What follows belongs to an exercise in optimizing a design on an open flow for small area, a short achievable clock period and few clock cycles per item; a production flow would make more cautious choices.
Where RTL was checked, it was by simulation tests only, not by an equivalence proof against the original.
Function not checked in run 2: the RTL went through the layout flow alone.
Power and IR drop assume default switching activity.

[design/flow/constraint.sdc]
create_clock -name core_clock -period 10.0 [get_ports {clock}]
set_input_delay 2.0000 -clock core_clock [delete_from_list [all_inputs] [get_ports {clock}]]
set_output_delay 2.0000 -clock core_clock [all_outputs]
set_load 0.01 [all_outputs]
[design/flow/design.v]
module tdm_slot_timer_unit (
   input  logic        clock,
   input  logic        reset,
   input  logic        req_valid,
   output logic        req_ready,
   input  logic [47:0] req_now_time,
   output logic        rsp_valid,
   input  logic        rsp_ready,
   output logic [1:0]  rsp_current_slot,
   output logic        rsp_is_own,
   output logic [48:0] rsp_next_own_start,
   output logic [32:0] rsp_wait_time,
   output logic        rsp_error,
   input  logic        csr_we,
   input  logic [2:0]  csr_index,
   input  logic [15:0] csr_wdata
);
   logic [15:0] end0, end1, end2, end3;
   logic [1:0]  cm1;
   logic [1:0]  own;
   always_ff @(posedge clock) begin
      if (reset) begin
         end0 <= 16'd1;
         end1 <= 16'd2;
         end2 <= 16'd3;
         end3 <= 16'd4;
         cm1  <= 2'd3;
         own  <= 2'd0;
      end else if (csr_we) begin
         if (csr_index == 3'd0) end0 <= csr_wdata;
         if (csr_index == 3'd1) end1 <= csr_wdata;
         if (csr_index == 3'd2) end2 <= csr_wdata;
         if (csr_index == 3'd3) end3 <= csr_wdata;
         if (csr_index == 3'd4) cm1 <= (csr_wdata[2:0] == 3'd0) ? 2'd0 :
                                       csr_wdata[2] ? 2'd3 : 2'(csr_wdata[1:0] - 2'd1);
         if (csr_index == 3'd5) own <= csr_wdata[1:0];
      end
   end
   logic [15:0] cyc;       
   logic        cz;        
   logic [15:0] ooff;      
   logic [16:0] c1;        
   logic        err;       
   logic [17:0] c3;        
   logic [15:1] hz;        
   logic [17:1] hz3;       
   logic [15:0] cyc_d, ooff_d;
   logic [17:0] c3_d;
   always_comb begin
      case (cm1)
         2'd0: cyc_d = end0;
         2'd1: cyc_d = end1;
         2'd2: cyc_d = end2;
         default: cyc_d = end3;
      endcase
      case (own)
         2'd0: ooff_d = 16'd0;
         2'd1: ooff_d = end0;
         2'd2: ooff_d = end1;
         default: ooff_d = end2;
      endcase
   end
   assign c3_d = {2'b0, cyc_d} + {1'b0, cyc_d, 1'b0};
   always_ff @(posedge clock) begin
      cyc  <= cyc_d;
      cz   <= cyc_d == 16'd0;
      ooff <= ooff_d;
      c1   <= {1'b0, cyc_d} + {1'b0, ooff_d};
      err  <= own > cm1;
      c3   <= c3_d;
   end
   always_comb begin
      hz[15] = ~cyc[15];
      for (int k = 14; k >= 1; k--) hz[k] = hz[k+1] & ~cyc[k];
      hz3[17] = ~c3[17];
      for (int k = 16; k >= 1; k--) hz3[k] = hz3[k+1] & ~c3[k];
   end
   logic        v0;
   logic [47:0] n0;
   logic        v1;
   logic [47:0] n1;
   logic [3:0] r1;
   logic        v2;
   logic [47:0] n2;
   logic [5:0] r2;
   logic        v3;
   logic [47:0] n3;
   logic [7:0] r3;
   logic        v4;
   logic [47:0] n4;
   logic [9:0] r4;
   logic        v5;
   logic [47:0] n5;
   logic [11:0] r5;
   logic        v6;
   logic [47:0] n6;
   logic [13:0] r6;
   logic        v7;
   logic [47:0] n7;
   logic [15:0] r7;
   logic        v8;
   logic [47:0] n8;
   logic [15:0] r8;
   logic        v9;
   logic [47:0] n9;
   logic [15:0] r9;
   logic        v10;
   logic [47:0] n10;
   logic [15:0] r10;
   logic        v11;
   logic [47:0] n11;
   logic [15:0] r11;
   logic        v12;
   logic [47:0] n12;
   logic [15:0] r12;
   logic        v13;
   logic [47:0] n13;
   logic [15:0] r13;
   logic        v14;
   logic [47:0] n14;
   logic [15:0] r14;
   logic        v15;
   logic [47:0] n15;
   logic [15:0] r15;
   logic        v16;
   logic [47:0] n16;
   logic         hwait;     
   logic [4:0]   hcnt;      
   logic         rdy;
   logic         out_v, skid_v;
   logic         head, leave, again, take, out_free;
   assign head     = hwait ? (hcnt == 5'd0) : v16;
   assign out_free = ~out_v | rsp_ready;
   assign leave    = head & ~skid_v;
   assign again    = v16 & ~leave;
   assign take     = req_valid & rdy;
   assign req_ready = rdy;
   wire [17:0] m1 = {2'b0, cyc};
   wire [17:0] m2 = {1'b0, cyc, 1'b0};
   wire [17:0] m3 = c3;
   logic [1:0] tr0;
   assign tr0 = {n0[47], n0[46]};
   logic [2:0] d0_1;
   assign d0_1 = {1'b0, tr0} - {1'b0, m1[1:0]};
   wire ge0_1 = ~d0_1[2] & hz[2];
   logic [2:0] d0_2;
   assign d0_2 = {1'b0, tr0} - {1'b0, m2[1:0]};
   wire ge0_2 = ~d0_2[2] & hz[1];
   logic [2:0] d0_3;
   assign d0_3 = {1'b0, tr0} - {1'b0, m3[1:0]};
   wire ge0_3 = ~d0_3[2] & hz3[2];
   logic [1:0] q0;
   assign q0 = ge0_3 ? d0_3[1:0] : ge0_2 ? d0_2[1:0] : ge0_1 ? d0_1[1:0] : tr0[1:0];
   logic [3:0] tr2;
   assign tr2 = {q0, n0[45], n0[44]};
   logic [4:0] d2_1;
   assign d2_1 = {1'b0, tr2} - {1'b0, m1[3:0]};
   wire ge2_1 = ~d2_1[4] & hz[4];
   logic [4:0] d2_2;
   assign d2_2 = {1'b0, tr2} - {1'b0, m2[3:0]};
   wire ge2_2 = ~d2_2[4] & hz[3];
   logic [4:0] d2_3;
   assign d2_3 = {1'b0, tr2} - {1'b0, m3[3:0]};
   wire ge2_3 = ~d2_3[4] & hz3[4];
   logic [3:0] q2;
   assign q2 = ge2_3 ? d2_3[3:0] : ge2_2 ? d2_2[3:0] : ge2_1 ? d2_1[3:0] : tr2[3:0];
   wire [3:0] rn1 = q2;
   logic [5:0] tr4;
   assign tr4 = {r1, n1[43], n1[42]};
   logic [6:0] d4_1;
   assign d4_1 = {1'b0, tr4} - {1'b0, m1[5:0]};
   wire ge4_1 = ~d4_1[6] & hz[6];
   logic [6:0] d4_2;
   assign d4_2 = {1'b0, tr4} - {1'b0, m2[5:0]};
   wire ge4_2 = ~d4_2[6] & hz[5];
   logic [6:0] d4_3;
   assign d4_3 = {1'b0, tr4} - {1'b0, m3[5:0]};
   wire ge4_3 = ~d4_3[6] & hz3[6];
   logic [5:0] q4;
   assign q4 = ge4_3 ? d4_3[5:0] : ge4_2 ? d4_2[5:0] : ge4_1 ? d4_1[5:0] : tr4[5:0];
   wire [5:0] rn2 = q4;
   logic [7:0] tr6;
   assign tr6 = {r2, n2[41], n2[40]};
   logic [8:0] d6_1;
   assign d6_1 = {1'b0, tr6} - {1'b0, m1[7:0]};
   wire ge6_1 = ~d6_1[8] & hz[8];
   logic [8:0] d6_2;
   assign d6_2 = {1'b0, tr6} - {1'b0, m2[7:0]};
   wire ge6_2 = ~d6_2[8] & hz[7];
   logic [8:0] d6_3;
   assign d6_3 = {1'b0, tr6} - {1'b0, m3[7:0]};
   wire ge6_3 = ~d6_3[8] & hz3[8];
   logic [7:0] q6;
   assign q6 = ge6_3 ? d6_3[7:0] : ge6_2 ? d6_2[7:0] : ge6_1 ? d6_1[7:0] : tr6[7:0];
   wire [7:0] rn3 = q6;
   logic [9:0] tr8;
   assign tr8 = {r3, n3[39], n3[38]};
   logic [10:0] d8_1;
   assign d8_1 = {1'b0, tr8} - {1'b0, m1[9:0]};
   wire ge8_1 = ~d8_1[10] & hz[10];
   logic [10:0] d8_2;
   assign d8_2 = {1'b0, tr8} - {1'b0, m2[9:0]};
   wire ge8_2 = ~d8_2[10] & hz[9];
   logic [10:0] d8_3;
   assign d8_3 = {1'b0, tr8} - {1'b0, m3[9:0]};
   wire ge8_3 = ~d8_3[10] & hz3[10];
   logic [9:0] q8;
   assign q8 = ge8_3 ? d8_3[9:0] : ge8_2 ? d8_2[9:0] : ge8_1 ? d8_1[9:0] : tr8[9:0];
   wire [9:0] rn4 = q8;
   logic [11:0] tr10;
   assign tr10 = {r4, n4[37], n4[36]};
   logic [12:0] d10_1;
   assign d10_1 = {1'b0, tr10} - {1'b0, m1[11:0]};
   wire ge10_1 = ~d10_1[12] & hz[12];
   logic [12:0] d10_2;
   assign d10_2 = {1'b0, tr10} - {1'b0, m2[11:0]};
   wire ge10_2 = ~d10_2[12] & hz[11];
   logic [12:0] d10_3;
   assign d10_3 = {1'b0, tr10} - {1'b0, m3[11:0]};
   wire ge10_3 = ~d10_3[12] & hz3[12];
   logic [11:0] q10;
   assign q10 = ge10_3 ? d10_3[11:0] : ge10_2 ? d10_2[11:0] : ge10_1 ? d10_1[11:0] : tr10[11:0];
   wire [11:0] rn5 = q10;
   logic [13:0] tr12;
   assign tr12 = {r5, n5[35], n5[34]};
   logic [14:0] d12_1;
   assign d12_1 = {1'b0, tr12} - {1'b0, m1[13:0]};
   wire ge12_1 = ~d12_1[14] & hz[14];
   logic [14:0] d12_2;
   assign d12_2 = {1'b0, tr12} - {1'b0, m2[13:0]};
   wire ge12_2 = ~d12_2[14] & hz[13];
   logic [14:0] d12_3;
   assign d12_3 = {1'b0, tr12} - {1'b0, m3[13:0]};
   wire ge12_3 = ~d12_3[14] & hz3[14];
   logic [13:0] q12;
   assign q12 = ge12_3 ? d12_3[13:0] : ge12_2 ? d12_2[13:0] : ge12_1 ? d12_1[13:0] : tr12[13:0];
   wire [13:0] rn6 = q12;
   logic [15:0] tr14;
   assign tr14 = {r6, n6[33], n6[32]};
   logic [16:0] d14_1;
   assign d14_1 = {1'b0, tr14} - {1'b0, m1[15:0]};
   wire ge14_1 = ~d14_1[16];
   logic [16:0] d14_2;
   assign d14_2 = {1'b0, tr14} - {1'b0, m2[15:0]};
   wire ge14_2 = ~d14_2[16] & hz[15];
   logic [16:0] d14_3;
   assign d14_3 = {1'b0, tr14} - {1'b0, m3[15:0]};
   wire ge14_3 = ~d14_3[16] & hz3[16];
   logic [15:0] q14;
   assign q14 = ge14_3 ? d14_3[15:0] : ge14_2 ? d14_2[15:0] : ge14_1 ? d14_1[15:0] : tr14[15:0];
   wire [15:0] rn7 = q14;
   logic [17:0] tr16;
   assign tr16 = {r7, n7[31], n7[30]};
   logic [18:0] d16_1;
   assign d16_1 = {1'b0, tr16} - {1'b0, m1[17:0]};
   wire ge16_1 = ~d16_1[18];
   logic [18:0] d16_2;
   assign d16_2 = {1'b0, tr16} - {1'b0, m2[17:0]};
   wire ge16_2 = ~d16_2[18];
   logic [18:0] d16_3;
   assign d16_3 = {1'b0, tr16} - {1'b0, m3[17:0]};
   wire ge16_3 = ~d16_3[18];
   logic [15:0] q16;
   assign q16 = ge16_3 ? d16_3[15:0] : ge16_2 ? d16_2[15:0] : ge16_1 ? d16_1[15:0] : tr16[15:0];
   wire [15:0] rn8 = q16;
   logic [17:0] tr18;
   assign tr18 = {r8, n8[29], n8[28]};
   logic [18:0] d18_1;
   assign d18_1 = {1'b0, tr18} - {1'b0, m1[17:0]};
   wire ge18_1 = ~d18_1[18];
   logic [18:0] d18_2;
   assign d18_2 = {1'b0, tr18} - {1'b0, m2[17:0]};
   wire ge18_2 = ~d18_2[18];
   logic [18:0] d18_3;
   assign d18_3 = {1'b0, tr18} - {1'b0, m3[17:0]};
   wire ge18_3 = ~d18_3[18];
   logic [15:0] q18;
   assign q18 = ge18_3 ? d18_3[15:0] : ge18_2 ? d18_2[15:0] : ge18_1 ? d18_1[15:0] : tr18[15:0];
   wire [15:0] rn9 = q18;
   logic [17:0] tr20;
   assign tr20 = {r9, n9[27], n9[26]};
   logic [18:0] d20_1;
   assign d20_1 = {1'b0, tr20} - {1'b0, m1[17:0]};
   wire ge20_1 = ~d20_1[18];
   logic [18:0] d20_2;
   assign d20_2 = {1'b0, tr20} - {1'b0, m2[17:0]};
   wire ge20_2 = ~d20_2[18];
   logic [18:0] d20_3;
   assign d20_3 = {1'b0, tr20} - {1'b0, m3[17:0]};
   wire ge20_3 = ~d20_3[18];
   logic [15:0] q20;
   assign q20 = ge20_3 ? d20_3[15:0] : ge20_2 ? d20_2[15:0] : ge20_1 ? d20_1[15:0] : tr20[15:0];
   wire [15:0] rn10 = q20;
   logic [17:0] tr22;
   assign tr22 = {r10, n10[25], n10[24]};
   logic [18:0] d22_1;
   assign d22_1 = {1'b0, tr22} - {1'b0, m1[17:0]};
   wire ge22_1 = ~d22_1[18];
   logic [18:0] d22_2;
   assign d22_2 = {1'b0, tr22} - {1'b0, m2[17:0]};
   wire ge22_2 = ~d22_2[18];
   logic [18:0] d22_3;
   assign d22_3 = {1'b0, tr22} - {1'b0, m3[17:0]};
   wire ge22_3 = ~d22_3[18];
   logic [15:0] q22;
   assign q22 = ge22_3 ? d22_3[15:0] : ge22_2 ? d22_2[15:0] : ge22_1 ? d22_1[15:0] : tr22[15:0];
   wire [15:0] rn11 = q22;
   logic [17:0] tr24;
   assign tr24 = {r11, n11[23], n11[22]};
   logic [18:0] d24_1;
   assign d24_1 = {1'b0, tr24} - {1'b0, m1[17:0]};
   wire ge24_1 = ~d24_1[18];
   logic [18:0] d24_2;
   assign d24_2 = {1'b0, tr24} - {1'b0, m2[17:0]};
   wire ge24_2 = ~d24_2[18];
   logic [18:0] d24_3;
   assign d24_3 = {1'b0, tr24} - {1'b0, m3[17:0]};
   wire ge24_3 = ~d24_3[18];
   logic [15:0] q24;
   assign q24 = ge24_3 ? d24_3[15:0] : ge24_2 ? d24_2[15:0] : ge24_1 ? d24_1[15:0] : tr24[15:0];
   wire [15:0] rn12 = q24;
   logic [17:0] tr26;
   assign tr26 = {r12, n12[21], n12[20]};
   logic [18:0] d26_1;
   assign d26_1 = {1'b0, tr26} - {1'b0, m1[17:0]};
   wire ge26_1 = ~d26_1[18];
   logic [18:0] d26_2;
   assign d26_2 = {1'b0, tr26} - {1'b0, m2[17:0]};
   wire ge26_2 = ~d26_2[18];
   logic [18:0] d26_3;
   assign d26_3 = {1'b0, tr26} - {1'b0, m3[17:0]};
   wire ge26_3 = ~d26_3[18];
   logic [15:0] q26;
   assign q26 = ge26_3 ? d26_3[15:0] : ge26_2 ? d26_2[15:0] : ge26_1 ? d26_1[15:0] : tr26[15:0];
   wire [15:0] rn13 = q26;
   logic [17:0] tr28;
   assign tr28 = {r13, n13[19], n13[18]};
   logic [18:0] d28_1;
   assign d28_1 = {1'b0, tr28} - {1'b0, m1[17:0]};
   wire ge28_1 = ~d28_1[18];
   logic [18:0] d28_2;
   assign d28_2 = {1'b0, tr28} - {1'b0, m2[17:0]};
   wire ge28_2 = ~d28_2[18];
   logic [18:0] d28_3;
   assign d28_3 = {1'b0, tr28} - {1'b0, m3[17:0]};
   wire ge28_3 = ~d28_3[18];
   logic [15:0] q28;
   assign q28 = ge28_3 ? d28_3[15:0] : ge28_2 ? d28_2[15:0] : ge28_1 ? d28_1[15:0] : tr28[15:0];
   wire [15:0] rn14 = q28;
   logic [17:0] tr30;
   assign tr30 = {r14, n14[17], n14[16]};
   logic [18:0] d30_1;
   assign d30_1 = {1'b0, tr30} - {1'b0, m1[17:0]};
   wire ge30_1 = ~d30_1[18];
   logic [18:0] d30_2;
   assign d30_2 = {1'b0, tr30} - {1'b0, m2[17:0]};
   wire ge30_2 = ~d30_2[18];
   logic [18:0] d30_3;
   assign d30_3 = {1'b0, tr30} - {1'b0, m3[17:0]};
   wire ge30_3 = ~d30_3[18];
   logic [15:0] q30;
   assign q30 = ge30_3 ? d30_3[15:0] : ge30_2 ? d30_2[15:0] : ge30_1 ? d30_1[15:0] : tr30[15:0];
   wire [15:0] rn15 = q30;
   logic [15:0] pr;
   logic        phi;
   logic        g0, g1, g2, g3;
   logic [1:0]  pcur;
   logic        plap, pown, pfz;
   logic [17:0] pda, pdb, pd;
   assign pr  = cz ? n15[31:16] : r15;
   assign phi = ~cz | (n15[47:32] == 16'd0);
   assign g0 = phi & (end0 > pr);
   assign g1 = phi & (end1 > pr) & (cm1 >= 2'd1);
   assign g2 = phi & (end2 > pr) & (cm1 >= 2'd2);
   assign g3 = phi & (end3 > pr) & (cm1 == 2'd3);
   assign pcur = g0 ? 2'd0 : g1 ? 2'd1 : g2 ? 2'd2 : g3 ? 2'd3 : cm1;
   assign plap = pcur >= own;
   assign pown = (pcur == own) & ~err;
   assign pfz  = n15[15:0] == 16'd0;
   assign pda  = {2'b0, ooff} + {2'b11, ~pr} + {17'd0, pfz};
   assign pdb  = {1'b0, c1} + {2'b11, ~pr} + {17'd0, pfz};
   assign pd   = plap ? pdb : pda;
   logic [1:0]  sc;
   logic        so, sz, sf;
   logic [17:0] sd;
   logic [32:0] pstart;
   logic [32:0] pwait;
   logic [15:0] pnf;
   logic [68:0] res;
   assign pstart = err ? 33'd0 : cz ? {17'd0, ooff} :
                   {1'b0, n16[47:16]} + {{15{sd[17]}}, sd} + {32'd0, ~sf};
   assign pnf    = 16'd0 - n16[15:0];
   assign pwait  = (sz | sd[17]) ? 33'd0 : {sd[16:0], pnf};
   assign res    = {sc, so, pstart, pwait};
   logic         hwait_n;
   logic [4:0]   hcnt_n;
   logic         skid_n;
   always_comb begin
      hwait_n = hwait;
      hcnt_n  = hcnt - 5'd1;
      if (head) begin
         hwait_n = ~leave;
         hcnt_n  = 5'd16;
      end
      skid_n = skid_v ? ~out_free : (leave & ~out_free);
   end
   logic [68:0] out_q;
   logic [68:0] skid_q;
   always_ff @(posedge clock) begin
      if (reset) begin
         v0 <= 1'b0;
         v1 <= 1'b0;
         v2 <= 1'b0;
         v3 <= 1'b0;
         v4 <= 1'b0;
         v5 <= 1'b0;
         v6 <= 1'b0;
         v7 <= 1'b0;
         v8 <= 1'b0;
         v9 <= 1'b0;
         v10 <= 1'b0;
         v11 <= 1'b0;
         v12 <= 1'b0;
         v13 <= 1'b0;
         v14 <= 1'b0;
         v15 <= 1'b0;
         v16 <= 1'b0;
         hwait  <= 1'b0;
         hcnt   <= '0;
         out_v  <= 1'b0;
         rdy    <= 1'b1;
         skid_v <= 1'b0;
      end else begin
         v0 <= again | take;
         v1 <= v0;
         v2 <= v1;
         v3 <= v2;
         v4 <= v3;
         v5 <= v4;
         v6 <= v5;
         v7 <= v6;
         v8 <= v7;
         v9 <= v8;
         v10 <= v9;
         v11 <= v10;
         v12 <= v11;
         v13 <= v12;
         v14 <= v13;
         v15 <= v14;
         v16 <= v15;
         hwait <= hwait_n;
         hcnt  <= hcnt_n;
         rdy    <= ~hwait_n & ~(v15 & skid_n);
         skid_v <= skid_n;
         if (out_free) out_v <= skid_v | leave;
      end
   end
   always_ff @(posedge clock) begin
      n0 <= again ? n16 : req_now_time;
      n1 <= n0;
      r1 <= rn1;
      n2 <= n1;
      r2 <= rn2;
      n3 <= n2;
      r3 <= rn3;
      n4 <= n3;
      r4 <= rn4;
      n5 <= n4;
      r5 <= rn5;
      n6 <= n5;
      r6 <= rn6;
      n7 <= n6;
      r7 <= rn7;
      n8 <= n7;
      r8 <= rn8;
      n9 <= n8;
      r9 <= rn9;
      n10 <= n9;
      r10 <= rn10;
      n11 <= n10;
      r11 <= rn11;
      n12 <= n11;
      r12 <= rn12;
      n13 <= n12;
      r13 <= rn13;
      n14 <= n13;
      r14 <= rn14;
      n15 <= n14;
      r15 <= rn15;
      n16 <= n15;
      sc <= pcur;
      so <= pown;
      sz <= ~phi | err;
      sf <= pfz;
      sd <= pd;
   end
   always_ff @(posedge clock) begin
      if (~skid_v & leave & ~out_free) skid_q <= res;
      if (out_free) out_q <= skid_v ? skid_q : res;
   end
   assign rsp_valid          = out_v;
   assign rsp_current_slot   = out_q[68:67];
   assign rsp_is_own         = out_q[66];
   assign rsp_next_own_start = {out_q[65:33], 16'd0};
   assign rsp_wait_time      = out_q[32:0];
   assign rsp_error          = err;
endmodule
[design/flow/config.mk]
export PLATFORM = sky130hd
export DESIGN_NAME = tdm_slot_timer_unit
export DESIGN_NICKNAME = tdm_slot_timer_unit
export VERILOG_FILES = /design/flow/design.v
export SDC_FILE = /design/flow/constraint.sdc
export NUM_CORES = 4
export LEC_CHECK = 0
export CAP_MARGIN = 20
export CORE_MARGIN = 2
export CORE_UTILIZATION = 40
export SLEW_MARGIN = 20
[design/flow/standard.sh]
#!/bin/bash
# synth_recipe.tcl (not shown) runs the flow's synth.tcl, then flattens the netlist and writes it again
# the make line also repeats each setting of config.mk as NAME=value (left out here)
make -C /OpenROAD-flow-scripts/flow DESIGN_CONFIG=/design/flow/config.mk WORK_HOME=/design/flow/orfs CLKGATE_MAP_FILE= SYNTH_SCRIPT=/design/flow/synth_recipe.tcl "${@:-finish}"
[design/flow/flow/run.sh]
#!/bin/bash
# Standard layout, with the repair steps aiming at a larger setup margin.
set -euo pipefail
bash standard.sh SETUP_SLACK_MARGIN=6.5 finish > standard.log 2>&1
==> results.py, run 1 <==
metrics = {
    "floorplanning": {
        "core_region_area_mm2": 0.1670,
        "die_w_um": 414.2,
        "die_h_um": 414.2,
        "start_util_pct": 40.28,
        "num_rows": 150,
        "dieArea_mm2": 0.1715,
        "io_pins": 160,
    },
    "status": {
        "status": "timing/DRC/antenna clean",
    },
    "grt": {
        "grt_pass1_vias": 50010,
        "grt_max_degree": 84,
        "antenna_found_initial": 14,
        "grtUsageTotal_pct": 21.12,
        "grt_pass1_wl_um": 285600,
        "grt.overflow.total": 0,
    },
    "placement": {
        "gp_congestion": 0.8983,
        "io_buffers": 143,
        "hpwlAfterDp_um": 133100,
    },
    "clock_network": {
        "cts_sinks": 1337,
        "clock_tree.root_cell": "clkbuf_16",
        "cts-buffers-inserted": 141,
        "hold_buffers": 0,
        "clkSlewWorstSetupHoldPaths_ns": 0.06,
        "cts_max_level": 4,
        "cts_max_path_buffers": 3,
        "cts_tree": "yes",
        "clk_latency_ns": 0.79,
    },
    "power": {
        "ir_drop_mv": 0.1911,
        "total_power_uw": 29520,
        "powerDensity_mw_per_mm2": 353.9,
        "p_leak_uw": 0.03465,
    },
    "critical_path": {
        "crit_slowest_cell": "or4_4",
        "crit_buf_inv": 0,
        "cp-start-kind": "register",
        "max_stage_delay_ns": 0.57,
        "worstPathMaxFanout": 8,
        "arrival_ns": 4.39,
        "worstSetupPathType": "reg2reg",
        "critPathCaptureType": "register",
        "cp.required_ns": 10.66,
        "critPathTopFamily": "simple AND/OR/NAND/NOR gates",
        "crit_chain": "or4_4 > nor4_4 > nand2_2 > nor3_4 > nand2_2 > or4_4 > o21ai_2 > nor2_1 > a21oi_4 > ha_1 > nor2b_4 > o21a_1 > o21ai_4 > nor3_1 > a31oi_1 > o21ai_1",
    },
    "timing": {
        "tightest_slew_ns": 1.155,
        "skew_ns": 0.06372,
        "hold_ws_ns": 0.2883,
        "finalCriticalPeriod_ns": 3.728,
        "slew_viol_final": 0,
        "setup_viol": 0,
        "fmax_mhz": 268.2,
        "tns_ns": 0,
        "min_period_over_period_pct": 37.28,
        "rsz0062_at_grt": "true",
        "timing.slew.headroom_pct": 22.79,
        "final-hold-violation-count": 0,
    },
    "synthesis": {
        "synth.distinct_cells": 98,
        "yosysWarningCount": 1,
        "synth_area_mm2": 0.06729,
        "synthCells": 6928,
        "synth_top_area_cell": "dfxtp_1",
        "yosysSeqAreaShare_pct": 41.83,
        "synth.area.top_cells": "dfxtp_1, ha_1, edfxtp_1, xnor2_1, a21oi_1",
        "synth_edf_count": 138,
        "synth_ff_type": "dfxtp_1",
        "ys_ff_latch": 1337,
        "synthArstFlopShare_pct": 0,
        "avgSynthCellArea_um2": 9.713,
        "synth_top_area_share_pct": 35.67,
    },
    "drt": {
        "via_per_inst": 5.418,
        "vias": 53030,
        "ant_nets": 0,
        "routedWlPerCell_um": 20.01,
        "drtPass1Iterations": 5,
        "drtIter0Drc": 3683,
        "wirelength_um": 195800,
        "drc": 0,
    },
    "min_path": {
        "hold_class": "reg2reg",
    },
    "cells_and_area": {
        "layout-drive-gt1-share_pct": 18.60,
        "area_growth_pct": 23.98,
        "final_nets": 8344,
        "top_regs": "out_q (69), skid_q (69)",
    },
    "flow_run": {
        "cap_violations": 0,
    },
}
-- synth_stat cells (108+ instances only) --
library cell / n
dfxtp_1: 1199
ha_1: 748
nand2_1: 581
nor2_1: 519
a21oi_1: 484
o21ai_0: 406
xnor2_1: 281
inv_1: 274
xor2_1: 177
nor2b_1: 167
nor3_1: 140
edfxtp_1: 138
a21o_1: 134
mux2_2: 119
mux2i_1: 117
o21a_1: 112
nand2b_1: 110
clkbuf_1: 108
-- where the power goes --
part | leakage (uW) | internal, uW | total [uW] | switching [uW]
registers | 0.0115 | 6350 | 7260 | 910
logic | 0.0208 | 7740 | 16900 | 9130
clock network | 0.00238 | 3130 | 5400 | 2280
-- cell usage in the layout, fill, tap and decap left out, drive strengths merged, types with 177 or more instances in the layout --
cell / instances
dfxtp: 1199
buf: 368
clkbuf: 215
o21ai: 459
inv: 270
nor2: 519
nand2: 583
xor2: 177
ha: 748
a21oi: 489
xnor2: 281
-- stage by stage --
| stage | area, um^2 | util (%) | std cells | setup WS (ns) |
|---|---|---|---|---|
| 6_report | 83420 | 49.94 | 9787 | 6.272 |
| 5_1_grt | 83420 | 49.94 | 9786 | 6.055 |
| 4_1_cts | 79600 | 47.65 | 9617 | 6.117 |
| 3_5_place_dp | 72240 | 43.25 | 9208 | 5.083 |
| 3_3_place_gp | 72240 | 43.25 | 9208 | 5.122 |
| 2_1_floorplan | 68420 | - | 6943 | 5.906 |
-- logic make-up after synthesis --
logic type,share of synthesized area [%]
AOI/OAI and AO/OA,16.92
xor gates and xnor gates,5.961
adders and majority gates,15.54
buffers and inverters,2.562
DFF,41.83
muxes,4.267
other,0.005573
and+or+nand+nor,12.91
-- layer usage --
metal	up-vias	wire length, um	track usage [%]
met4	10	7276	7.686
met3	337	9756	2.887
met2	1309	91900	35.58
li1	25960	-	-
met5	-	57	0
met1	25410	86800	27.54
-- area by class of cell --
| cell class | count | area [um^2] |
|---|---|---|
| fillers | 15010 | 83610 |
| multi-input cells | 5191 | 41000 |
| flip-flops and latches | 1337 | 28220 |
| repair buffers | 524 | 5435 |
| clock buffers | 198 | 4053 |
| well taps | 2204 | 2758 |
| inverters | 274 | 1081 |
| clock inverters | 58 | 877.1 |
| diodes | 1 | 2.502 |
-- worst reg2reg max path, delay by kind of cell, from the launching register on --
kind | cells | cell delay, ns
DFF | 1 | 0.34
adders and majority gates | 1 | 0.29
AOI/OAI and AO/OA | 6 | 1.07
and+or+nand+nor | 9 | 1.91
-- repair_timing --
| action | 4_1_cts | 5_1_grt |
|---|---|---|
| pin swaps | 94 | 246 |
| gates cloned | 19 | 29 |
| endpoints found under the setup margin | 327 | 245 |
| setup buffers | 134 | 140 |
| gates resized for setup | 405 | 541 |
-- final timing paths --
check          start      to  slack [ns]  cells after the start
min           n4[31]  n5[31]        0.29                      0
min reg2reg   n4[31]  n5[31]        0.29                      0
max reg2reg  cyc[14]   r1[2]        6.27                     16
max          cyc[14]   r1[2]        6.27                     16
Testbench counts, summed over its fixed seeds: cycles 8,144, items 8,000.
==> inputs of run 2 (changes only) <==
--- a/design/flow/design.v
+++ b/design/flow/design.v
@@ -38,4 +38,5 @@
    end
    logic [15:0] cyc;       
+   logic [15:1] hz;        
    logic        cz;        
    logic [15:0] ooff;      
@@ -43,8 +44,8 @@
    logic        err;       
    logic [17:0] c3;        
-   logic [15:1] hz;        
    logic [17:1] hz3;       
-   logic [15:0] cyc_d, ooff_d;
    logic [17:0] c3_d;
+   assign c3_d = {2'b0, cyc_d} + {1'b0, cyc_d, 1'b0};
+   logic [15:0] cyc_d, ooff_d;
    always_comb begin
       case (cm1)
@@ -61,7 +62,7 @@
       endcase
    end
-   assign c3_d = {2'b0, cyc_d} + {1'b0, cyc_d, 1'b0};
    always_ff @(posedge clock) begin
       cyc  <= cyc_d;
+      for (int k = 1; k < 16; k++) hz[k] <= (cyc_d >> k) == 16'd0;
       cz   <= cyc_d == 16'd0;
       ooff <= ooff_d;
@@ -69,70 +70,82 @@
       err  <= own > cm1;
       c3   <= c3_d;
-   end
-   always_comb begin
-      hz[15] = ~cyc[15];
-      for (int k = 14; k >= 1; k--) hz[k] = hz[k+1] & ~cyc[k];
-      hz3[17] = ~c3[17];
-      for (int k = 16; k >= 1; k--) hz3[k] = hz3[k+1] & ~c3[k];
+      for (int k = 1; k < 18; k++) hz3[k] <= (c3_d >> k) == 18'd0;
    end
    logic        v0;
+   logic [4:0]  t0;
    logic [47:0] n0;
    logic        v1;
+   logic [4:0]  t1;
    logic [47:0] n1;
    logic [3:0] r1;
    logic        v2;
+   logic [4:0]  t2;
    logic [47:0] n2;
    logic [5:0] r2;
    logic        v3;
+   logic [4:0]  t3;
    logic [47:0] n3;
    logic [7:0] r3;
    logic        v4;
+   logic [4:0]  t4;
    logic [47:0] n4;
    logic [9:0] r4;
    logic        v5;
+   logic [4:0]  t5;
    logic [47:0] n5;
    logic [11:0] r5;
    logic        v6;
+   logic [4:0]  t6;
    logic [47:0] n6;
    logic [13:0] r6;
    logic        v7;
+   logic [4:0]  t7;
    logic [47:0] n7;
    logic [15:0] r7;
    logic        v8;
+   logic [4:0]  t8;
    logic [47:0] n8;
    logic [15:0] r8;
    logic        v9;
+   logic [4:0]  t9;
    logic [47:0] n9;
    logic [15:0] r9;
    logic        v10;
+   logic [4:0]  t10;
    logic [47:0] n10;
    logic [15:0] r10;
    logic        v11;
+   logic [4:0]  t11;
    logic [47:0] n11;
    logic [15:0] r11;
    logic        v12;
+   logic [4:0]  t12;
    logic [47:0] n12;
    logic [15:0] r12;
    logic        v13;
+   logic [4:0]  t13;
    logic [47:0] n13;
    logic [15:0] r13;
    logic        v14;
+   logic [4:0]  t14;
    logic [47:0] n14;
    logic [15:0] r14;
    logic        v15;
+   logic [4:0]  t15;
    logic [47:0] n15;
    logic [15:0] r15;
    logic        v16;
+   logic [4:0]  t16;
    logic [47:0] n16;
-   logic         hwait;     
-   logic [4:0]   hcnt;      
+   logic         head;      
+   logic [4:0]   etag;      
+   logic [4:0]   ntag;      
    logic         rdy;
    logic         out_v, skid_v;
-   logic         head, leave, again, take, out_free;
-   assign head     = hwait ? (hcnt == 5'd0) : v16;
-   assign out_free = ~out_v | rsp_ready;
-   assign leave    = head & ~skid_v;
+   logic         leave, again, take, out_free;
+   assign leave    = v16 & head & ~skid_v;
    assign again    = v16 & ~leave;
    assign take     = req_valid & rdy;
+   assign out_free = ~out_v | rsp_ready;
    assign req_ready = rdy;
    wire [17:0] m1 = {2'b0, cyc};
@@ -393,18 +406,5 @@
    assign pwait  = (sz | sd[17]) ? 33'd0 : {sd[16:0], pnf};
    assign res    = {sc, so, pstart, pwait};
-   logic         hwait_n;
-   logic [4:0]   hcnt_n;
-   logic         skid_n;
-   always_comb begin
-      hwait_n = hwait;
-      hcnt_n  = hcnt - 5'd1;
-      if (head) begin
-         hwait_n = ~leave;
-         hcnt_n  = 5'd16;
-      end
-      skid_n = skid_v ? ~out_free : (leave & ~out_free);
-   end
-   logic [68:0] out_q;
-   logic [68:0] skid_q;
+   logic [68:0] out_q, skid_q;
    always_ff @(posedge clock) begin
       if (reset) begin
@@ -426,8 +426,9 @@
          v15 <= 1'b0;
          v16 <= 1'b0;
-         hwait  <= 1'b0;
-         hcnt   <= '0;
-         out_v  <= 1'b0;
+         etag   <= '0;
+         ntag   <= '0;
+         head   <= 1'b0;
          rdy    <= 1'b1;
+         out_v  <= 1'b0;
          skid_v <= 1'b0;
       end else begin
@@ -449,43 +450,65 @@
          v15 <= v14;
          v16 <= v15;
-         hwait <= hwait_n;
-         hcnt  <= hcnt_n;
-         rdy    <= ~hwait_n & ~(v15 & skid_n);
-         skid_v <= skid_n;
+         etag <= etag + 5'(leave);
+         ntag <= ntag + 5'(take);
+         head <= t15 == (etag + 5'(leave));
+         rdy  <= ~v15 | ((t15 == (etag + 5'(leave))) & ~(skid_v ? ~out_free : (leave & ~out_free)));
+         if (skid_v) begin
+            if (out_free) skid_v <= 1'b0;
+         end else if (leave & ~out_free) begin
+            skid_v <= 1'b1;
+         end
          if (out_free) out_v <= skid_v | leave;
       end
    end
    always_ff @(posedge clock) begin
+      t0 <= again ? t16 : ntag;
       n0 <= again ? n16 : req_now_time;
+      t1 <= t0;
       n1 <= n0;
       r1 <= rn1;
+      t2 <= t1;
       n2 <= n1;
       r2 <= rn2;
+      t3 <= t2;
       n3 <= n2;
       r3 <= rn3;
+      t4 <= t3;
       n4 <= n3;
       r4 <= rn4;
+      t5 <= t4;
       n5 <= n4;
       r5 <= rn5;
+      t6 <= t5;
       n6 <= n5;
       r6 <= rn6;
+      t7 <= t6;
       n7 <= n6;
       r7 <= rn7;
+      t8 <= t7;
       n8 <= n7;
       r8 <= rn8;
+      t9 <= t8;
       n9 <= n8;
       r9 <= rn9;
+      t10 <= t9;
       n10 <= n9;
       r10 <= rn10;
+      t11 <= t10;
       n11 <= n10;
       r11 <= rn11;
+      t12 <= t11;
       n12 <= n11;
       r12 <= rn12;
+      t13 <= t12;
       n13 <= n12;
       r13 <= rn13;
+      t14 <= t13;
       n14 <= n13;
       r14 <= rn14;
+      t15 <= t14;
       n15 <= n14;
       r15 <= rn15;
+      t16 <= t15;
       n16 <= n15;
       sc <= pcur;
==> design/flow/run.sh (new file) <==
#!/bin/bash
# synth_recipe.tcl (not shown) runs the flow's synth.tcl, then flattens the netlist and writes it again
# the make line also repeats each setting of config.mk as NAME=value (left out here)
make -C /OpenROAD-flow-scripts/flow DESIGN_CONFIG=/design/flow/config.mk WORK_HOME=/design/flow/orfs CLKGATE_MAP_FILE= SYNTH_SCRIPT=/design/flow/synth_recipe.tcl finish
--- a/design/flow/config.mk
+++ b/design/flow/config.mk
@@ -9,3 +9,4 @@
 export CORE_MARGIN = 2
 export CORE_UTILIZATION = 40
+export SETUP_SLACK_MARGIN = 5
 export SLEW_MARGIN = 20
removed: design/flow/flow/run.sh
removed: design/flow/standard.sh
==> run 2 against run 1 <==
Cell area down 3.3%. Critical endpoint is now hz3[1]. Sequential power up 7.7%. Clock skew down 0.019 ns. Sequential cell count increased by 113. Highest routed layer unchanged. Cell count up 0.29%. Register-to-register slack got worse by 0.89 ns. Still clean. Total power is 4.5% lower. Via count rose by 1.4%.
==> results.py, run 2 <==
metrics = {
    "critical_path": {
        "reg2reg_from": "cm1[1]",
        "r2r_slack_ns": 5.38,
        "arrival_ns": 5.32,
        "reg2reg_to": "hz3[1]",
        "max_stage_delay_ns": 0.89,
        "worstSetupPathType": "reg2reg",
        "cp.required_ns": 10.70,
        "cp-start-kind": "register",
        "worstPathMaxFanout": 19,
        "critPathCaptureType": "register",
        "cpMostUsedCell": "o21ai_1",
        "r2r_cells": 12,
        "crit_slowest_cell": "dfxtp_1",
        "crit_chain": "mux4_2 > ha_1 > fa_1 > a21oi_1 > o21ai_1 > a211oi_2 > o21ai_1 > a21oi_2 > o21ai_2 > mux2_4 > or4b_1 > nor3_2",
    },
    "synthesis": {
        "avgSynthCellArea_um2": 9.986,
        "yosysMostFrequentCell": "dfxtp_1",
        "yosysWarningCount": 1,
        "synth_edf_count": 138,
        "synthCells": 7137,
        "synth_ff_type": "dfxtp_1",
        "ys_ff_latch": 1450,
        "synth.area.top_cells": "dfxtp_1, ha_1, edfxtp_1, xnor2_1, a21oi_1",
        "yosysSeqAreaShare_pct": 42.67,
        "synth.distinct_cells": 101,
        "synthArstFlopShare_pct": 0,
        "synth_top_area_share_pct": 36.85,
        "synth_area_mm2": 0.07127,
        "synth_top_cells_by_count": "dfxtp_1, ha_1, nand2_1, a21oi_1, nor2_1",
        "synth_top_area_cell": "dfxtp_1",
    },
    "grt": {
        "grtUsageMet1_pct": 30.08,
        "use_met3_pct": 3.098,
        "grt_pass1_vias": 51150,
        "grt_pass1_wl_um": 305000,
        "busiest_layer": "met2",
        "grtUsageMet2_pct": 34.58,
        "antenna_found_initial": 16,
        "grtUsageTotal_pct": 21.79,
        "grt.overflow.total": 0,
        "grt_max_degree": 93,
    },
    "cells_and_area": {
        "final_cell_mix": "dfxtp_1, ha_1, nand2_1, a21oi_1, nor2_1",
        "final_common_cell": "dfxtp_1",
        "top_regs": "out_q (69), skid_q (69)",
        "final_area_mm2": 0.08067,
        "final_nets": 8234,
        "fin_cells": 9815,
        "layout-drive-gt1-share_pct": 7.697,
        "area_growth_pct": 13.19,
    },
    "timing": {
        "tns_ns": 0,
        "slew_viol_final": 0,
        "tightest_slew_ns": 1.219,
        "fmax_mhz": 216.6,
        "skew_ns": 0.04443,
        "finalCriticalPeriod_ns": 4.617,
        "final-hold-violation-count": 0,
        "rsz0062_at_grt": "false",
        "min_period_over_period_pct": 46.17,
        "timing.slew.headroom_pct": 17.68,
        "setup_viol": 0,
        "setup_slack_ns": 5.383,
    },
    "min_path": {
        "min-delay-start": "n8[21]",
        "hold_class": "reg2reg",
        "worst_hold_path.endpoint": "n9[21]",
        "holdPathStages": 0,
    },
    "placement": {
        "io_buffers": 143,
        "hpwlAfterDp_um": 147900,
        "dp_cells": 9541,
        "place_ws_ns": 5.138,
        "gp_congestion": 0.9014,
        "place_area_mm2": 0.07559,
    },
    "floorplanning": {
        "core_region_area_mm2": 0.1765,
        "io_pins": 160,
        "dieArea_mm2": 0.1816,
        "num_rows": 154,
        "die_w_um": 426.1,
        "start_util_pct": 40.38,
        "die_h_um": 426.1,
    },
    "clock_network": {
        "cts_tree": "yes",
        "clkSlewWorstSetupHoldPaths_ns": 0.07,
        "cts_max_level": 4,
        "clock_tree.root_cell": "clkbuf_16",
        "cts-buffers-inserted": 146,
        "post_cts_buffers": 0,
        "cts_sinks": 1450,
        "hold_buffers": 0,
        "cts_resized": 0,
        "cts_max_path_buffers": 3,
        "clk_latency_ns": 0.80,
    },
    "drt": {
        "vias": 53750,
        "drc": 0,
        "routedWlPerCell_um": 20.59,
        "wirelength_um": 202100,
        "drtPass1Iterations": 5,
        "drtIter0Drc": 3458,
        "ant_nets": 0,
        "via_per_inst": 5.476,
    },
    "power": {
        "ir_drop_mv": 0.1989,
        "powerDensity_mw_per_mm2": 349.4,
        "total_power_uw": 28190,
        "p_leak_uw": 0.03337,
    },
    "flow_run": {
        "cap_violations": 0,
    },
    "status": {
        "status": "timing/DRC/antenna clean",
    },
}
## run 2: cell count changes in the layout (fill, tap and decap cells not counted), moves of 58 or more
cell and delta:
a21oi_2 -67, nor3_1 +67, a21oi_1 +72, nand2_1 -77, buf_4 -171, a211oi_1 +74, o21ai_0 +74, a211oi_2 -58
mux2i_1 +75, dfxtp_1 +144, o21ai_1 -82, clkdlybuf4s50_1 +72
## run 2: area by class of cell
cell class / instances / area [um^2]
clock buffers: 199 / 4151
well taps: 2340 / 2928
multi-input cells: 5296 / 39390
repair buffers: 217 / 1993
diodes: 5 / 12.51
fillers: 16550 / 95830
inverters: 239 / 897.1
clock inverters: 69 / 880.8
flip-flops and latches: 1450 / 30420
## run 2: kinds of logic (layout without fill, tap and decap cells)
logic type	Yosys count	after routing	synth area share (%)
adders and majority gates	812	812	14.83
muxes	351	351	5.497
buffers and inverters	406	724	2.293
other	1	21	0.005262
xor gates and xnor gates	460	460	5.653
AOI/OAI and AO/OA	1784	1784	16.35
DFF	1450	1450	42.67
and+or+nand+nor	1873	1873	12.69
## run 2: worst max-delay path by stage
stage	from	to	slack, ns
after floorplan	cz	sd[13]	5.37
after global placement	cz	sd[16]	5.19
after detailed placement	cz	sd[16]	5.14
after CTS	cz	sd[16]	5.10
after global routing	cz	sd[16]	5.03
final	cm1[1]	hz3[1]	5.38
## run 2: critical path, delay by kind of cell, from the launching register on
family                     cells  cell delay [ns]
AOI/OAI and AO/OA              6             1.07
muxes                          2             0.90
DFF                            1             0.89
and+or+nand+nor                2             0.88
adders and majority gates      2             0.76
## run 2: stage by stage
step	utilization (%)	hold WS, ns
final	45.71	0.3050
after global routing	45.70	0.3085
after CTS	45.68	0.3069
after detailed placement	42.82	0.3121
after global placement	42.82	0.3096
after floorplan	-	0.3096
## run 2: report_power, final
| part | internal, uW | switching [uW] | total [uW] |
|---|---|---|---|
| combinational | 6520 | 8230 | 14700 |
| clock | 3220 | 2400 | 5620 |
| sequential | 6820 | 1000 | 7820 |
| total | 16600 | 11600 | 28200 |
## run 2: metal layers
layer	up-vias	routed length (um)
met4	2	6770
met3	310	9768
met1	25800	94770
met2	1328	90770
met5	-	11
li1	26310	-

## port drivers added, routing unchanged
How much do the figures lean on ideal ports? The routed layouts below were timed once more, with nothing changed but the port constraints.
Step 1 sets driving cells, clkbuf_16 on the clock port and buf_2 on the other inputs (assumed; they add their load-dependent delay and slew).
Step 2 also shifts input and output timing later by t, the mid clock arrival at the registers, as if the neighbouring blocks saw the same clock.
a / b / c = no drivers / after step 1 / after step 2; a / b = the first two.
run | t, ns | setup WS [ns] | worst data-port slew with drivers (ns)
run 1 | 0.838 | 6.272 / 6.272 / 6.002 | 0.10
run 2 | 0.869 | 5.383 / 5.383 / 5.383 | 0.13
After both steps setup and hold are still met in every run listed. The setup slack of run 1, which loses most, moves by 0.000 ns with the drivers and by -0.270 ns with both steps.
